Context: an optimization exercise on an open-source flow, tuned for small area and a short achievable clock period. The choices shown serve that exercise and are no tape-out recipe.
Function was checked by simulation only, so behaviour that the tests miss may differ from the original.
Power and IR drop assume default switching activity.

Design fdiv_mul, start of the top module:
module fdiv_mul #(
   parameter int unsigned FINV_LAT = 3
) (
   input  logic        clk,
   input  logic        rst,
   input  logic        in_valid,
   input  logic [31:0] x,
   input  logic [31:0] y,
   input  logic [31:0] y_inv,
   output logic        out_valid,
   output logic [31:0] q,
   output logic        dbz
);
clock: 9.0 ns
lec_check: 0
cap_margin: 20
core_margin: 2
core_utilization: 40
setup_slack_margin: 5
slew_margin: 20
run.sh (not shown) runs the stock make flow with config.mk's settings and CLKGATE_MAP_FILE= SYNTH_SCRIPT=/design/flow/synth_recipe.tcl, a recipe that flattens the netlist after the stock synthesis.
Rerun with:
- ABC_CLOCK_PERIOD_IN_PS: default -> 2500
- SETUP_SLACK_MARGIN: 5 -> default
What happened: Final area goes down by 1.4%. Flip-flop and latch count does not change. Synthesized cell count is unchanged. Setup slack gets worse by 0.69 ns. Power goes down by 5.2%. Sequential share of layout area goes up by 0.37 points. Die area is unchanged. Sequential power hardly moves. Wire length goes down by 1.4%.
Rerun with:
==> flow/flow/run.sh (new file) <==
#!/bin/bash
set -euo pipefail
MARGIN=$(cat flow/margin.txt)
echo "export SETUP_SLACK_MARGIN = ${MARGIN}" >> config.mk
bash standard.sh > standard.log 2>&1
==> flow/flow/margin.txt (new file) <==
6.0
==> flow/standard.sh (new file) <==
#!/bin/bash
# synth_recipe.tcl (not shown) runs the flow's synth.tcl, then flattens the netlist and writes it again
# the make line also repeats each setting of config.mk as NAME=value (left out here)
make -C /OpenROAD-flow-scripts/flow DESIGN_CONFIG=/design/flow/config.mk WORK_HOME=/design/flow/orfs CLKGATE_MAP_FILE= SYNTH_SCRIPT=/design/flow/synth_recipe.tcl "${@:-finish}"
- ABC_CLOCK_PERIOD_IN_PS: 2500 -> default
- SETUP_SLACK_MARGIN: default -> 6.0
removed: flow/run.sh
After rerunning:
- design area increases by 12%
- utilization climbs by 5.4 points
- setup slack gains 0.76 ns
Rerun with:
==> flow/run.sh (new file) <==
#!/bin/bash
# synth_recipe.tcl (not shown) runs the flow's synth.tcl, then flattens the netlist and writes it again
# the make line also repeats each setting of config.mk as NAME=value (left out here)
make -C /OpenROAD-flow-scripts/flow DESIGN_CONFIG=/design/flow/config.mk WORK_HOME=/design/flow/orfs CLKGATE_MAP_FILE= SYNTH_SCRIPT=/design/flow/synth_recipe.tcl finish
- SETUP_SLACK_MARGIN: 6.0 -> default
removed: flow/flow/run.sh
removed: flow/flow/margin.txt
removed: flow/standard.sh
The new run passed the timing, design-rule and antenna checks. Worst hold slack hardly moves. First-iteration DRC count decreases by 21%. Clock-buffer cell count decreases by 6. Flip-flop and latch count stays the same. Clock skew increases by 0.022 ns. Setup slack gets worse by 0.76 ns. Global-route usage decreases by 1.1 points. Synthesized cell count is unchanged.

fdiv_mul, a different RTL version from the one above (not shown whole).
Size: about 2100 cells after synthesis, about 130 I/O pins, ~0.024 sq mm of cells after synthesis.
export LEC_CHECK = 0
export CAP_MARGIN = 20
export CORE_MARGIN = 2
export CORE_UTILIZATION = 40
export SLEW_MARGIN = 20
export SETUP_SLACK_MARGIN = 6.4
export CTS_ARGS = -sink_clustering_enable -repair_clock_nets -dont_use_dummy_load
export BUFFER_PORTS_ARGS = -buffer_cell sky130_fd_sc_hd__buf_1
export PRE_RESIZE_TCL = /design/flow/flow/outbuf.tcl
create_clock -name core_clock -period 9.0 [get_ports {clk}]
standard.sh (not shown) runs the stock make flow with config.mk's settings and CLKGATE_MAP_FILE= SYNTH_SCRIPT=/design/flow/synth_recipe.tcl, a recipe that flattens the netlist after the stock synthesis.
==> flow/flow/run.sh <==
#!/bin/bash
# The standard layout (standard.sh, with its unchanged synthesis), plus:
#  - flow/outbuf.tcl (PRE_RESIZE hook): sizes the output-port buffers up.
#  - flow/fapol.py: after synthesis, choose each full adder's polarity to drop
#    the inverters Yosys leaves between adders (registers untouched).
# The SDC (clock period, I/O delays, loads) is not touched.
set -euo pipefail
cat flow/settings.mk >> config.mk
echo "export PRE_RESIZE_TCL = $PWD/flow/outbuf.tcl" >> config.mk
bash standard.sh synth > synth.log 2>&1
R=orfs/results/sky130hd/fdiv_mul/base
cp $R/1_2_yosys.v $R/1_2_yosys.orig.v
python3 flow/fapol.py $R/1_2_yosys.orig.v $R/1_2_yosys.v > fapol.log 2>&1
rm -f $R/1_synth.odb $R/1_synth.sdc
bash standard.sh > standard.log 2>&1
==> flow/flow/settings.mk <==
export SETUP_SLACK_MARGIN = 6.4
export CTS_ARGS = -sink_clustering_enable -repair_clock_nets -dont_use_dummy_load
export BUFFER_PORTS_ARGS = -buffer_cell sky130_fd_sc_hd__buf_1
Other scripts of this flow, unchanged in this note and not shown: flow/flow/fapol.py, flow/flow/outbuf.tcl
Rerun with:
==> flow/flow/settings.mk (replaced) <==
export SETUP_SLACK_MARGIN = 6.22
export CTS_ARGS = -sink_clustering_enable -repair_clock_nets -dont_use_dummy_load
export BUFFER_PORTS_ARGS = -buffer_cell sky130_fd_sc_hd__buf_1
--- a/flow/config.mk
+++ b/flow/config.mk
@@ -10,4 +10,5 @@
 export CORE_UTILIZATION = 40
+export PLACE_DENSITY = 0.7
 export SLEW_MARGIN = 20
-export SETUP_SLACK_MARGIN = 6.4
+export SETUP_SLACK_MARGIN = 6.22
 export CTS_ARGS = -sink_clustering_enable -repair_clock_nets -dont_use_dummy_load
The changed run completed with no timing, DRC or antenna violations.
Fmax climbs by 0.59%.
Count of clock-buffer cells in the layout drops by 2.
Non-clock buffer count drops by 39.
Power drops by 2.3%.
Via count drops by 1.1%.
Critical path depth does not change.
Rerun with:
==> flow/flow/settings.mk (replaced) <==
export SETUP_SLACK_MARGIN = 6.3
export CTS_ARGS = -sink_clustering_enable -repair_clock_nets -dont_use_dummy_load
export BUFFER_PORTS_ARGS = -buffer_cell sky130_fd_sc_hd__buf_1
--- a/flow/config.mk
+++ b/flow/config.mk
@@ -10,5 +10,4 @@
 export CORE_UTILIZATION = 40
-export PLACE_DENSITY = 0.7
 export SLEW_MARGIN = 20
-export SETUP_SLACK_MARGIN = 6.22
+export SETUP_SLACK_MARGIN = 6.3
 export CTS_ARGS = -sink_clustering_enable -repair_clock_nets -dont_use_dummy_load
Clock power hardly moves.
Synthesized cell count stays the same.
Core utilization rose by 1.2 points.
Hold slack gets worse by 0.0047 ns.
Rerun with:
==> flow/flow/settings.mk (replaced) <==
export SETUP_SLACK_MARGIN = 6.22
export CTS_ARGS = -sink_clustering_enable -repair_clock_nets -dont_use_dummy_load -sink_clustering_size 24 -sink_clustering_max_diameter 80
export BUFFER_PORTS_ARGS = -buffer_cell sky130_fd_sc_hd__buf_1
--- a/flow/config.mk
+++ b/flow/config.mk
@@ -11,4 +11,4 @@
 export SLEW_MARGIN = 20
-export SETUP_SLACK_MARGIN = 6.3
-export CTS_ARGS = -sink_clustering_enable -repair_clock_nets -dont_use_dummy_load
+export SETUP_SLACK_MARGIN = 6.22
+export CTS_ARGS = -sink_clustering_enable -repair_clock_nets -dont_use_dummy_load -sink_clustering_size 24 -sink_clustering_max_diameter 80
 export BUFFER_PORTS_ARGS = -buffer_cell sky130_fd_sc_hd__buf_1
The new run completed with no timing, DRC or antenna violations.
Via count shrinks by a few percent.
Worst hold slack loses 0.020 ns.
Worst setup slack loses 0.0098 ns.
Core utilization shrinks by 1.7 points.
Clock-buffer cell count shrinks by 20.
Final cell count shrinks slightly.
Routed wire length shrinks by a few percent.
Clock power shrinks by a quarter to a third.
Final area shrinks by a few percent.
Global-route usage shrinks by 0.25 points.

== job 6118 ==
fdiv_mul again, from the RTL that the note above started with.
export LEC_CHECK = 0
export CAP_MARGIN = 20
export CORE_MARGIN = 2
export CORE_UTILIZATION = 40
export SLEW_MARGIN = 20
export SETUP_SLACK_MARGIN = 6.1
export CTS_ARGS = -sink_clustering_enable -repair_clock_nets -dont_use_dummy_load
export BUFFER_PORTS_ARGS = -buffer_cell sky130_fd_sc_hd__buf_2
create_clock -name core_clock -period 9.0 [get_ports {clk}]
==> flow/flow/run.sh <==
#!/bin/bash
# The standard layout (standard.sh, with its unchanged synthesis), plus:
#  - flow/fapol.py: after synthesis, choose each full adder's polarity to drop
#    the inverters Yosys leaves between adders (registers untouched).
# The SDC (clock period, I/O delays, loads) is not touched.
set -euo pipefail
cat flow/settings.mk >> config.mk
bash standard.sh synth > synth.log 2>&1
R=orfs/results/sky130hd/fdiv_mul/base
cp $R/1_2_yosys.v $R/1_2_yosys.orig.v
python3 flow/fapol.py $R/1_2_yosys.orig.v $R/1_2_yosys.v > fapol.log 2>&1
rm -f $R/1_synth.odb $R/1_synth.sdc
bash standard.sh > standard.log 2>&1
==> flow/flow/settings.mk <==
export SETUP_SLACK_MARGIN = 6.1
export CTS_ARGS = -sink_clustering_enable -repair_clock_nets -dont_use_dummy_load
export BUFFER_PORTS_ARGS = -buffer_cell sky130_fd_sc_hd__buf_2
Other scripts of this flow, unchanged in this note and not shown: flow/flow/fapol.py
Job 6118 reached the final stage; the timing, design-rule and antenna checks on its layout passed.
### job 6118 -> job 2300
Settings: SETUP_SLACK_MARGIN: 6.1 -> 6.15; PRE_RESIZE_TCL: unset -> /design/flow/flow/outbuf.tcl; BUFFER_PORTS_ARGS: -buffer_cell sky130_fd_sc_hd__buf_2 -> -buffer_cell sky130_fd_sc_hd__buf_1.
--- a/flow/flow/run.sh
+++ b/flow/flow/run.sh
@@ -2,0 +3 @@
+#  - flow/outbuf.tcl (PRE_RESIZE hook): sizes the output-port buffers up.
@@ -7,0 +9 @@
+echo "export PRE_RESIZE_TCL = $PWD/flow/outbuf.tcl" >> config.mk
==> flow/flow/outbuf.tcl (new file) <==
# Size each output port's buffer up (the output paths set the period here).
set block [ord::get_db_block]
foreach bterm [$block getBTerms] {
  if {[$bterm getIoType] != "OUTPUT"} { continue }
  set net [$bterm getNet]
  foreach iterm [$net getITerms] {
    if {![$iterm isOutputSignal]} { continue }
    set inst [$iterm getInst]
    if {[string match "sky130_fd_sc_hd__buf_*" [[$inst getMaster] getName]]} {
      replace_cell [$inst getName] sky130_fd_sc_hd__buf_6
    }
  }
}
==> flow/flow/settings.mk <==
export SETUP_SLACK_MARGIN = 6.15
export CTS_ARGS = -sink_clustering_enable -repair_clock_nets -dont_use_dummy_load
export BUFFER_PORTS_ARGS = -buffer_cell sky130_fd_sc_hd__buf_1
On job 2300: sequential share of layout area is 0.24 points lower than what job 6118 gave.
Job 2300 vs. job 6118: switching power as a share of total power fell 0.29 points, non-clock buffer count has decreased, path length in cells of the critical path has decreased.
Taking job 6118 as the reference, in job 2300 first-pass GRT wire length down 1.0%; wire length down 0.87%.
As far as post-CTS repair timing setup buffer count is concerned, job 2300 and job 6118 perform about the same.
Between job 2300 and job 6118, it is job 2300 whose design area is higher, by 0.77%.
Inputs modified between job 2300 and job 7072:
Settings: a change of SETUP_SLACK_MARGIN from 6.15 to 6.05.
--- a/flow/flow/settings.mk
+++ b/flow/flow/settings.mk
@@ -1 +1 @@
-export SETUP_SLACK_MARGIN = 6.15
+export SETUP_SLACK_MARGIN = 6.05
Findings:
Maximum operating frequency delta (job 7072 − job 2300): unfavourable
Job 2300 reports its worst setup path category as reg -> out while job 7072 reports reg -> reg.
Changes observed in job 7072 relative to job 2300: wire length increased about 1.5%, register share of total power has decreased, worst-case setup margin in the final layout now sits lower, slew of the pin with the lowest slew margin -0.0085 ns, power increased by 0.40% relative to the old numbers.
Delta (job 7072 minus job 2300): area of combinational cells with multiple inputs flat; power per cell area up 0.91%; share of the final layout cell area in sequential cells flat; global-route usage up 0.40 points.

what the ideal ports hide:
The flow's constraints put no driver on any port. The routed layouts listed below were extracted and timed again, unchanged, in two steps.
Step 1 (the two cells are an assumption about what drives the block):
set clk [get_ports {clk}]
set_driving_cell -lib_cell sky130_fd_sc_hd__clkbuf_16 $clk
set_driving_cell -lib_cell sky130_fd_sc_hd__buf_2 [delete_from_list [all_inputs] $clk]
Step 2 adds t to the input delays and takes it off the output delays; t is the mean of the earliest and latest rising clock arrival at the registers after step 1. Input paths then give back, and output paths get back, about the clock's delay inside the block.
Slacks: ideal / step 1 / step 2; pairs: ideal / step 1.
| run | t, ns | slack for setup (ns) | hold WS [ns] | worst setup path after step 2 | worst data-port slew with drivers (ns) |
|---|---|---|---|---|---|
| the first run of note 1 | 0.629 | 5.007 / 5.007 / 5.007 | 0.309 / 0.309 / 0.309 | register to register | 0.05 |
| the second run of note 1 | 0.629 | 4.320 / 4.320 / 4.320 | 0.309 / 0.309 / 0.309 | register to register | 0.05 |
| the third run of note 1 | 0.608 | 5.083 / 5.083 / 5.083 | 0.309 / 0.309 / 0.309 | register to register | 0.05 |
| the fourth run of note 1 | 0.629 | 4.320 / 4.320 / 4.320 | 0.309 / 0.309 / 0.309 | register to register | 0.05 |
| the first run of note 2 | 0.628 | 6.157 / 6.098 / 6.387 | 0.311 / 0.311 / 0.311 | register to register | 0.05 |
| the second run of note 2 | 0.623 | 6.174 / 6.116 / 6.251 | 0.305 / 0.305 / 0.305 | register to register | 0.05 |
| the third run of note 2 | 0.635 | 6.166 / 6.105 / 6.321 | 0.300 / 0.300 / 0.300 | register to register | 0.05 |
| the fourth run of note 2 | 0.626 | 6.156 / 6.098 / 6.281 | 0.280 / 0.280 / 0.280 | register to register | 0.05 |
| job 6118 | 0.621 | 6.137 / 6.087 / 6.137 | 0.321 / 0.321 / 0.321 | register to register | 0.04 |
| job 2300 | 0.634 | 6.157 / 6.096 / 6.167 | 0.313 / 0.313 / 0.313 | register to register | 0.05 |
| job 7072 | 0.633 | 6.085 / 6.051 / 6.085 | 0.298 / 0.298 / 0.298 | register to register | 0.05 |
After both steps setup and hold are still met in every run listed.
